Context: an optimization exercise on an open-source flow, tuned for small area. The choices shown serve that exercise and are no tape-out recipe. At most, simulation tests tie the RTL to the original design; equivalence was not proved. Power is estimated from default activity; no workload was simulated.

JK:
// data_mem_subsystem
module data_mem_subsystem #(
    parameter int MEM_LATENCY = 5    
) (
    input  logic       clock,
    input  logic       reset,
    input  logic       read,
    input  logic       write,
    input  logic [7:0] address,
    input  logic [7:0] writedata,
    output logic [7:0] readdata,
    output logic       busywait
);
    localparam int RL = 7;        
    logic [7:0]        valid_q;
    logic [7:0]        dirty_q;
    logic [7:0][2:0]   tag_q;
    logic [7:0][31:0]  data_q;
    logic [7:0][RL-1:0][31:0] rd_q;    
    logic [7:0][RL-1:0][2:0]  rt_q;    
    logic [2:0]  ph_q;                 
    logic        clr_q;                
    logic        busy_q;               
    logic [3:0]  cnt_q;                
    logic        pfill_q;              
    logic [2:0]  tag, idx;
    logic [1:0]  off;
    logic        req, cur_valid, cur_dirty, hit;
    logic [2:0]  cur_tag;
    logic [31:0] cur_data;
    assign tag = address[7:5];
    assign idx = address[4:2];
    assign off = address[1:0];
    assign req = read | write;
    assign cur_valid = valid_q[idx];
    assign cur_dirty = dirty_q[idx];
    assign cur_tag   = tag_q[idx];
    assign cur_data  = data_q[idx];
    assign hit = cur_valid & (cur_tag == tag);
    logic [7:0][31:0] tap_d;
    logic [7:0][2:0]  tap_t;
    always_comb begin
        for (int i = 0; i < 8; i++) begin
            tap_d[i] = rd_q[i][RL-1];
            tap_t[i] = clr_q ? ph_q + 3'd1 : rt_q[i][RL-1];
        end
    end
    logic start, fill_pend, self_fill, fill_now, st;
    assign start     = ~busy_q & ~pfill_q & req & ~hit;
    assign fill_pend = pfill_q | start;
    assign self_fill = ~cur_valid & (cur_tag == tag);
    assign fill_now  = fill_pend & (self_fill | (tap_t[idx] == tag));
    assign st  = write & ~busy_q & (hit | pfill_q);
    assign busywait = req & (busy_q | (~hit & ~pfill_q));
    logic [7:0] dirty_d;
    always_comb begin
        for (int i = 0; i < 8; i++)
            dirty_d[i] = ((idx == i) & st) | (dirty_q[i] & ~((idx == i) & fill_now));
    end
    logic [7:0] sw;                    
    always_comb begin
  ...
==> module data_mem_subsystem, before the edit <==
module data_mem_subsystem #(
    parameter int MEM_LATENCY = 5    
) (
    input  logic       clock,
    input  logic       reset,
    input  logic       read,
    input  logic       write,
    input  logic [7:0] address,
    input  logic [7:0] writedata,
    output logic [7:0] readdata,
    output logic       busywait
);
    localparam int RL = 7;        
    logic [7:0]        valid_q;
    logic [7:0]        dirty_q;
    logic [7:0][2:0]   tag_q;
    logic [7:0][31:0]  data_q;
    logic [7:0][RL-1:0][31:0] rd_q;    
    logic [7:0][RL-1:0][2:0]  rt_q;    
    logic [2:0]  ph_q;                 
    logic        clr_q;                
    logic        busy_q;               
    logic [3:0]  cnt_q;                
    logic        pfill_q;              
    logic [2:0]  tag, idx;
    logic [1:0]  off;
    logic        req, cur_valid, cur_dirty, hit;
    logic [2:0]  cur_tag;
    logic [31:0] cur_data;
    assign tag = address[7:5];
    assign idx = address[4:2];
    assign off = address[1:0];
    assign req = read | write;
    assign cur_valid = valid_q[idx];
    assign cur_dirty = dirty_q[idx];
    assign cur_tag   = tag_q[idx];
    assign cur_data  = data_q[idx];
    assign hit = cur_valid & (cur_tag == tag);
    logic [7:0][31:0] tap_d;
    logic [7:0][2:0]  tap_t;
    always_comb begin
        for (int i = 0; i < 8; i++) begin
            tap_d[i] = rd_q[i][RL-1];
            tap_t[i] = clr_q ? ph_q + 3'd1 : rt_q[i][RL-1];
        end
    end
    logic start, fill_pend, self_fill, fill_now, st;
    assign start     = ~busy_q & ~pfill_q & req & ~hit;
    assign fill_pend = pfill_q | start;
    assign self_fill = ~cur_valid & (cur_tag == tag);
    assign fill_now  = fill_pend & (self_fill | (tap_t[idx] == tag));
    assign st  = write & ~busy_q & (hit | pfill_q);
    assign busywait = req & (busy_q | (~hit & ~pfill_q));
    logic [7:0] dirty_d;
    always_comb begin
        for (int i = 0; i < 8; i++)
            dirty_d[i] = ((idx == i) & st) | (dirty_q[i] & ~((idx == i) & fill_now));
    end
    logic [7:0] sw;                    
    always_comb begin
        for (int i = 0; i < 8; i++)
            sw[i] = clr_q | (fill_now & ~self_fill & (idx == i));
    end
    always_ff @(posedge clock) begin
        for (int i = 0; i < 8; i++) begin
            for (int k = 1; k < RL; k++) begin
                rd_q[i][k] <= rd_q[i][k-1];
                rt_q[i][k] <= rt_q[i][k-1];
            end
            rd_q[i][0] <= sw[i] ? data_q[i] : tap_d[i];
            rt_q[i][0] <= (fill_now && !self_fill && idx == i) ? tag_q[i] : tap_t[i];
        end
    end
    logic [7:0][31:0] datan_q;
    logic [3:0] st_l;                  
    logic [7:0] fl;                    
    logic [7:0][3:0] hold, fsel, ssel;
    logic [7:0][31:0] data_d;
    always_comb begin
        data_q = ~datan_q;
        for (int l = 0; l < 4; l++) st_l[l] = st & (off == l);
        for (int i = 0; i < 8; i++) fl[i] = fill_now & (idx == i);
        for (int i = 0; i < 8; i++)
            for (int l = 0; l < 4; l++) begin
                ssel[i][l] = st_l[l] & (idx == i);
                fsel[i][l] = fl[i] & ~self_fill & ~clr_q & ~st_l[l];
                hold[i][l] = ~clr_q & ~fl[i] & ~ssel[i][l];
                data_d[i][l*8 +: 8] = ({8{hold[i][l]}} & data_q[i][l*8 +: 8]) |
                                      ({8{fsel[i][l]}} & tap_d[i][l*8 +: 8]) |
                                      ({8{ssel[i][l]}} & writedata);
            end
    end
    always_ff @(posedge clock) datan_q <= ~data_d;
    always_comb begin
        readdata = 8'h00;
        for (int i = 0; i < 8; i++)
            for (int l = 0; l < 4; l++)
                readdata = readdata | ({8{read & (idx == i) & (off == l)}} & data_d[i][l*8 +: 8]);
    end
    always_ff @(posedge clock or posedge reset) begin
        if (reset) begin
            busy_q  <= 1'b0;
            cnt_q   <= '0;
            pfill_q <= 1'b0;
            valid_q <= '0;
            dirty_q <= '0;
            tag_q   <= '0;
            ph_q    <= '0;
            clr_q   <= 1'b1;
        end else begin
            if (clr_q) begin
                ph_q <= ph_q + 3'd1;
                if (ph_q == 3'd6) clr_q <= 1'b0;
            end
            if (busy_q) begin
                cnt_q <= cnt_q - 4'd1;
                if (cnt_q == 4'd0) busy_q <= 1'b0;
            end else if (start) begin
                busy_q <= 1'b1;
                cnt_q  <= (cur_valid & cur_dirty) ? 2 * MEM_LATENCY - 1 : MEM_LATENCY - 1;
            end
            pfill_q <= fill_pend & ~fill_now;
            if (fill_now) begin
                valid_q[idx] <= 1'b1;
                tag_q[idx]   <= tag;
            end
            dirty_q <= dirty_d;
        end
    end
endmodule
Settings: LEC_CHECK=0, CAP_MARGIN=20, CORE_MARGIN=2, CORE_UTILIZATION=40, SETUP_SLACK_MARGIN=0.3, SLEW_MARGIN=20; clock period 10.0 ns.
standard.sh (not shown) runs the stock make flow with config.mk's settings and CLKGATE_MAP_FILE= SYNTH_SCRIPT=/design/flow/synth_recipe.tcl, a recipe that flattens the netlist after the stock synthesis.
==> flow/flow/run.sh <==
#!/bin/bash
# Own layout flow: the standard ORFS flow (standard.sh) with these changes
# to how the layout is made:
#  - synthesis maps the combinational logic with an area-oriented ABC script
#    (flow/abc_area_map.script in place of ORFS's abc_speed.script); the rest of
#    the synthesis script, and so every register and its name, is unchanged;
#  - clock tree: larger sink clusters on clkbuf_16 and no dummy loads;
#  - port buffers: buf_2 instead of the delay cell buffer_ports picks itself.
# The make run's full output goes to flow_make.log in the work folder; ORFS's
# per-step logs stay under orfs/logs.
set -euo pipefail
W=$PWD
rm -rf "$W/scripts_abc"
cp -r "$FLOW_HOME/scripts" "$W/scripts_abc"
cp "$W/flow/abc_area_map.script" "$W/scripts_abc/abc_speed.script"
export SCRIPTS_DIR="$W/scripts_abc"
export CTS_ARGS="-sink_clustering_enable -repair_clock_nets -dont_use_dummy_load -sink_clustering_size 30 -sink_clustering_max_diameter 70 -buf_list sky130_fd_sc_hd__clkbuf_16"
export BUFFER_PORTS_ARGS="-buffer_cell sky130_fd_sc_hd__buf_2"
bash standard.sh finish > flow_make.log 2>&1
==> flow/flow/abc_area_map.script <==
strash
dch -f
amap
topo
JK -> stages 100% | layout checks FAIL | negative setup slack
For MS, these inputs were changed with respect to JK:
--- a/flow/design.v
+++ b/flow/design.v
@@ -41,24 +41,20 @@
     always_comb begin
         for (int i = 0; i < 8; i++) begin
             tap_d[i] = rd_q[i][RL-1];
             tap_t[i] = clr_q ? ph_q + 3'd1 : rt_q[i][RL-1];
         end
     end
-    logic start, fill_pend, self_fill, fill_now, st;
+    logic start, fill_pend, self_fill, fill_now, byp, st;
     assign start     = ~busy_q & ~pfill_q & req & ~hit;
     assign fill_pend = pfill_q | start;
     assign self_fill = ~cur_valid & (cur_tag == tag);
     assign fill_now  = fill_pend & (self_fill | (tap_t[idx] == tag));
+    assign byp = ~busy_q & pfill_q;
     assign st  = write & ~busy_q & (hit | pfill_q);
     assign busywait = req & (busy_q | (~hit & ~pfill_q));
-    logic [7:0] dirty_d;
-    always_comb begin
-        for (int i = 0; i < 8; i++)
-            dirty_d[i] = ((idx == i) & st) | (dirty_q[i] & ~((idx == i) & fill_now));
-    end
     logic [7:0] sw;                    
     always_comb begin
         for (int i = 0; i < 8; i++)
             sw[i] = clr_q | (fill_now & ~self_fill & (idx == i));
     end
     always_ff @(posedge clock) begin
@@ -88,18 +84,15 @@
                 data_d[i][l*8 +: 8] = ({8{hold[i][l]}} & data_q[i][l*8 +: 8]) |
                                       ({8{fsel[i][l]}} & tap_d[i][l*8 +: 8]) |
                                       ({8{ssel[i][l]}} & writedata);
             end
     end
     always_ff @(posedge clock) datan_q <= ~data_d;
-    always_comb begin
-        readdata = 8'h00;
-        for (int i = 0; i < 8; i++)
-            for (int l = 0; l < 4; l++)
-                readdata = readdata | ({8{read & (idx == i) & (off == l)}} & data_d[i][l*8 +: 8]);
-    end
+    logic [31:0] rword;
+    assign rword = data_d[idx];
+    assign readdata = read ? rword[{off, 3'b000} +: 8] : 8'h00;
     always_ff @(posedge clock or posedge reset) begin
         if (reset) begin
             busy_q  <= 1'b0;
             cnt_q   <= '0;
             pfill_q <= 1'b0;
             valid_q <= '0;
@@ -121,10 +114,13 @@
             end
             pfill_q <= fill_pend & ~fill_now;
             if (fill_now) begin
                 valid_q[idx] <= 1'b1;
                 tag_q[idx]   <= tag;
             end
-            dirty_q <= dirty_d;
+            if (st)
+                dirty_q[idx] <= 1'b1;
+            else if (fill_now)
+                dirty_q[idx] <= 1'b0;
         end
     end
 endmodule
Notes after the runs:
FAIL: JK; every other run in JK and MS is clean. Ran to the end and failed final checks on negative setup slack: JK. Compared with JK, MS shows a placed wire-length estimate after detailed placement that is 0.35% higher. Comparing wire length of the first global-routing pass for JK and MS, the bigger number came from MS. Share of total power in sequential cells, JK and MS: larger value in MS. MS does better than JK on final design instance area without fill. Compared with JK, MS shows a lower core utilization. MS ends up with a count of buffers added by post-CTS timing repair for setup that is 3 lower than in JK. Between JK and MS, critical path depth is higher for JK, MS comes in under that. On clock insertion delay at the later pin of the skew report, JK tracks MS almost exactly. MS vs JK: net load switching power down. MS: post-route fraction of the period consumed by the critical path lower than JK. Compared to JK, MS shows a wider setup margin.
No functional check of the RTL was part of MS.

---

The RTL this note starts from:
==> flow/design.v <==
module data_mem_subsystem #(
    parameter int MEM_LATENCY = 5    
) (
    input  logic       clock,
    input  logic       reset,
    input  logic       read,
    input  logic       write,
    input  logic [7:0] address,
    input  logic [7:0] writedata,
    output logic [7:0] readdata,
    output logic       busywait
);
    localparam int RL = 7;        
    logic [7:0]        valid_q;
    logic [7:0]        dirty_q;
    logic [7:0][2:0]   tag_q;
    logic [7:0][31:0]  data_q;
    logic [7:0][RL-1:0][31:0] rd_q;    
    logic [7:0][RL-1:0][2:0]  rt_q;    
    logic [2:0]  ph_q;                 
    logic        clr_q;                
    logic        busy_q;               
    logic [3:0]  cnt_q;                
    logic        pfill_q;              
    logic [2:0]  tag, idx;
    logic [1:0]  off;
    logic        req, cur_valid, cur_dirty, hit;
    logic [2:0]  cur_tag;
    logic [31:0] cur_data;
    assign tag = address[7:5];
    assign idx = address[4:2];
    assign off = address[1:0];
    assign req = read | write;
    assign cur_valid = valid_q[idx];
    assign cur_dirty = dirty_q[idx];
    assign cur_tag   = tag_q[idx];
    assign cur_data  = data_q[idx];
    assign hit = cur_valid & (cur_tag == tag);
    logic [7:0][31:0] tap_d;
    logic [7:0][2:0]  tap_t;
    always_comb begin
        for (int i = 0; i < 8; i++) begin
            tap_d[i] = rd_q[i][RL-1];
            tap_t[i] = clr_q ? ph_q + 3'd1 : rt_q[i][RL-1];
        end
    end
    logic [7:0] sel, teq, hit_v, self_v, mt, fp_v, fl, swp, st_v;
    always_comb begin
        for (int i = 0; i < 8; i++) begin
            sel[i]    = (idx == i);
            teq[i]    = (tag_q[i] == tag);
            hit_v[i]  = valid_q[i] & teq[i];
            self_v[i] = ~valid_q[i] & teq[i];
            mt[i]     = (tap_t[i] == tag);
            fp_v[i]   = pfill_q | (~busy_q & req);
            fl[i]     = sel[i] & fp_v[i] & (self_v[i] | mt[i]);
            swp[i]    = sel[i] & fp_v[i] & ~self_v[i] & mt[i];
            st_v[i]   = sel[i] & write & ~busy_q & (hit_v[i] | pfill_q);
        end
    end
    logic start, fill_now, st;
    assign start    = ~busy_q & ~pfill_q & req & ~hit;
    assign fill_now = |fl;
    assign st       = |st_v;
    assign busywait = req & (busy_q | (~hit & ~pfill_q));
    always_ff @(posedge clock) begin
        for (int i = 0; i < 8; i++) begin
            for (int k = 1; k < RL; k++) begin
                rd_q[i][k] <= rd_q[i][k-1];
                rt_q[i][k] <= rt_q[i][k-1];
            end
            rd_q[i][0] <= (clr_q | swp[i]) ? data_q[i] : tap_d[i];
            rt_q[i][0] <= swp[i] ? tag_q[i] : tap_t[i];
        end
    end
    logic [7:0][3:0] hold, fsel, ssel;
    logic [7:0][31:0] data_d;
    always_comb begin
        for (int i = 0; i < 8; i++)
            for (int l = 0; l < 4; l++) begin
                ssel[i][l] = st_v[i] & (off == l);
                fsel[i][l] = swp[i] & ~clr_q & ~ssel[i][l];
                hold[i][l] = ~clr_q & ~fl[i] & ~ssel[i][l];
                data_d[i][l*8 +: 8] = ({8{hold[i][l]}} & data_q[i][l*8 +: 8]) |
                                      ({8{fsel[i][l]}} & tap_d[i][l*8 +: 8]) |
                                      ({8{ssel[i][l]}} & writedata);
            end
    end
    always_ff @(posedge clock) data_q <= data_d;
    logic [31:0] rword;
    assign rword = data_d[idx];
    assign readdata = read ? rword[{off, 3'b000} +: 8] : 8'h00;
    always_ff @(posedge clock or posedge reset) begin
        if (reset) begin
            busy_q  <= 1'b0;
            cnt_q   <= '0;
            pfill_q <= 1'b0;
            valid_q <= '0;
            dirty_q <= '0;
            tag_q   <= '0;
            ph_q    <= '0;
            clr_q   <= 1'b1;
        end else begin
            if (clr_q) begin
                ph_q <= ph_q + 3'd1;
                if (ph_q == 3'd6) clr_q <= 1'b0;
            end
            if (busy_q) begin
                cnt_q <= cnt_q - 4'd1;
                if (cnt_q == 4'd0) busy_q <= 1'b0;
            end else if (start) begin
                busy_q <= 1'b1;
                cnt_q  <= (cur_valid & cur_dirty) ? 2 * MEM_LATENCY - 1 : MEM_LATENCY - 1;
            end
            pfill_q <= (pfill_q | start) & ~fill_now;
            if (fill_now) begin
                valid_q[idx] <= 1'b1;
                tag_q[idx]   <= tag;
            end
            if (st)
                dirty_q[idx] <= 1'b1;
            else if (fill_now)
                dirty_q[idx] <= 1'b0;
        end
    end
endmodule
Settings: LEC_CHECK=0, CAP_MARGIN=20, CORE_MARGIN=2, CORE_UTILIZATION=40, CTS_BUF_LIST=sky130_fd_sc_hd__clkbuf_8, CTS_CLUSTER_DIAMETER=50, CTS_CLUSTER_SIZE=18, SETUP_SLACK_MARGIN=0.3, SLEW_MARGIN=20; clock period 10.0 ns.
run.sh (not shown) runs the stock make flow with config.mk's settings and CLKGATE_MAP_FILE= SYNTH_SCRIPT=/design/flow/synth_recipe.tcl, a recipe that flattens the netlist after the stock synthesis.
Stock flow here: none of the scripts above is used.
Change:
--- a/flow/design.v
+++ b/flow/design.v
@@ -41,48 +41,46 @@
     always_comb begin
         for (int i = 0; i < 8; i++) begin
             tap_d[i] = rd_q[i][RL-1];
             tap_t[i] = clr_q ? ph_q + 3'd1 : rt_q[i][RL-1];
         end
     end
-    logic [7:0] sel, teq, hit_v, self_v, mt, fp_v, fl, swp, st_v;
+    logic start, fill_pend, self_fill, fill_now, byp, st;
+    assign start     = ~busy_q & ~pfill_q & req & ~hit;
+    assign fill_pend = pfill_q | start;
+    assign self_fill = ~cur_valid & (cur_tag == tag);
+    assign fill_now  = fill_pend & (self_fill | (tap_t[idx] == tag));
+    assign byp = ~busy_q & pfill_q;
+    assign st  = write & ~busy_q & (hit | pfill_q);
+    assign busywait = req & (busy_q | (~hit & ~pfill_q));
+    logic [7:0] sw;                    
     always_comb begin
-        for (int i = 0; i < 8; i++) begin
-            sel[i]    = (idx == i);
-            teq[i]    = (tag_q[i] == tag);
-            hit_v[i]  = valid_q[i] & teq[i];
-            self_v[i] = ~valid_q[i] & teq[i];
-            mt[i]     = (tap_t[i] == tag);
-            fp_v[i]   = pfill_q | (~busy_q & req);
-            fl[i]     = sel[i] & fp_v[i] & (self_v[i] | mt[i]);
-            swp[i]    = sel[i] & fp_v[i] & ~self_v[i] & mt[i];
-            st_v[i]   = sel[i] & write & ~busy_q & (hit_v[i] | pfill_q);
-        end
+        for (int i = 0; i < 8; i++)
+            sw[i] = clr_q | (fill_now & ~self_fill & (idx == i));
     end
-    logic start, fill_now, st;
-    assign start    = ~busy_q & ~pfill_q & req & ~hit;
-    assign fill_now = |fl;
-    assign st       = |st_v;
-    assign busywait = req & (busy_q | (~hit & ~pfill_q));
     always_ff @(posedge clock) begin
         for (int i = 0; i < 8; i++) begin
             for (int k = 1; k < RL; k++) begin
                 rd_q[i][k] <= rd_q[i][k-1];
                 rt_q[i][k] <= rt_q[i][k-1];
             end
-            rd_q[i][0] <= (clr_q | swp[i]) ? data_q[i] : tap_d[i];
-            rt_q[i][0] <= swp[i] ? tag_q[i] : tap_t[i];
+            rd_q[i][0] <= sw[i] ? data_q[i] : tap_d[i];
+            rt_q[i][0] <= (fill_now && !self_fill && idx == i) ? tag_q[i] : tap_t[i];
         end
     end
+    logic [3:0] st_l;                  
+    logic [7:0] fl;                    
     logic [7:0][3:0] hold, fsel, ssel;
     logic [7:0][31:0] data_d;
     always_comb begin
+        for (int l = 0; l < 4; l++) st_l[l] = st & (off == l);
+        for (int i = 0; i < 8; i++) fl[i] = fill_now & (idx == i);
         for (int i = 0; i < 8; i++)
             for (int l = 0; l < 4; l++) begin
-                ssel[i][l] = st_v[i] & (off == l);
-                fsel[i][l] = swp[i] & ~clr_q & ~ssel[i][l];
+                ssel[i][l] = st_l[l] & (idx == i);
+                fsel[i][l] = fl[i] & ~self_fill & ~clr_q & ~st_l[l];
                 hold[i][l] = ~clr_q & ~fl[i] & ~ssel[i][l];
                 data_d[i][l*8 +: 8] = ({8{hold[i][l]}} & data_q[i][l*8 +: 8]) |
                                       ({8{fsel[i][l]}} & tap_d[i][l*8 +: 8]) |
                                       ({8{ssel[i][l]}} & writedata);
             end
     end
@@ -109,13 +107,13 @@
                 cnt_q <= cnt_q - 4'd1;
                 if (cnt_q == 4'd0) busy_q <= 1'b0;
             end else if (start) begin
                 busy_q <= 1'b1;
                 cnt_q  <= (cur_valid & cur_dirty) ? 2 * MEM_LATENCY - 1 : MEM_LATENCY - 1;
             end
-            pfill_q <= (pfill_q | start) & ~fill_now;
+            pfill_q <= fill_pend & ~fill_now;
             if (fill_now) begin
                 valid_q[idx] <= 1'b1;
                 tag_q[idx]   <= tag;
             end
             if (st)
                 dirty_q[idx] <= 1'b1;
Total power falls by 2.2%.
Setup slack degrades by 0.15 ns.
Maximum frequency falls by 1.5%.
Worst hold slack degrades by 0.011 ns.
Global-route usage falls by 0.26 points.
Routed wire length falls by 2.0%.
Die area falls by 2.2%.
Clock power rises by about 4%.
Flip-flop and latch count is unchanged.
Sequential share of layout area rises by 0.99 points.
Via count falls by 2.6%.
Only the layout flow was run in the first run of this note; the RTL was not checked for function there.

## re-timing with driven ports
How much do the figures lean on ideal ports? The routed layouts below were timed once more, with nothing changed but the port constraints.
Step 1, drivers: a clkbuf_16 drives clock and a buf_2 each remaining input, both assumed.
Step 2 moves the port delays by t, midway between the first and last clock arrival at a register: inputs arrive t later, outputs are due t later. That takes back most of the time a late clock gives input paths.
a / b / c = ideal / step 1 / step 2; a / b = the first two.
run	t (ns)	setup slack, ns	hold WS [ns]
JK	0.778	-0.468 / -0.552 / -0.552	0.271 / 0.271 / 0.271
MS	0.753	0.482 / 0.409 / 0.409	0.254 / 0.254 / 0.254
the first run of note 2	1.005	0.355 / 0.305 / 0.305	0.304 / 0.304 / 0.304
the second run of note 2	1.006	0.203 / 0.145 / 0.145	0.294 / 0.294 / 0.294
The setup slack of JK, which loses most, moves by -0.084 ns with the drivers and by -0.084 ns with both steps.
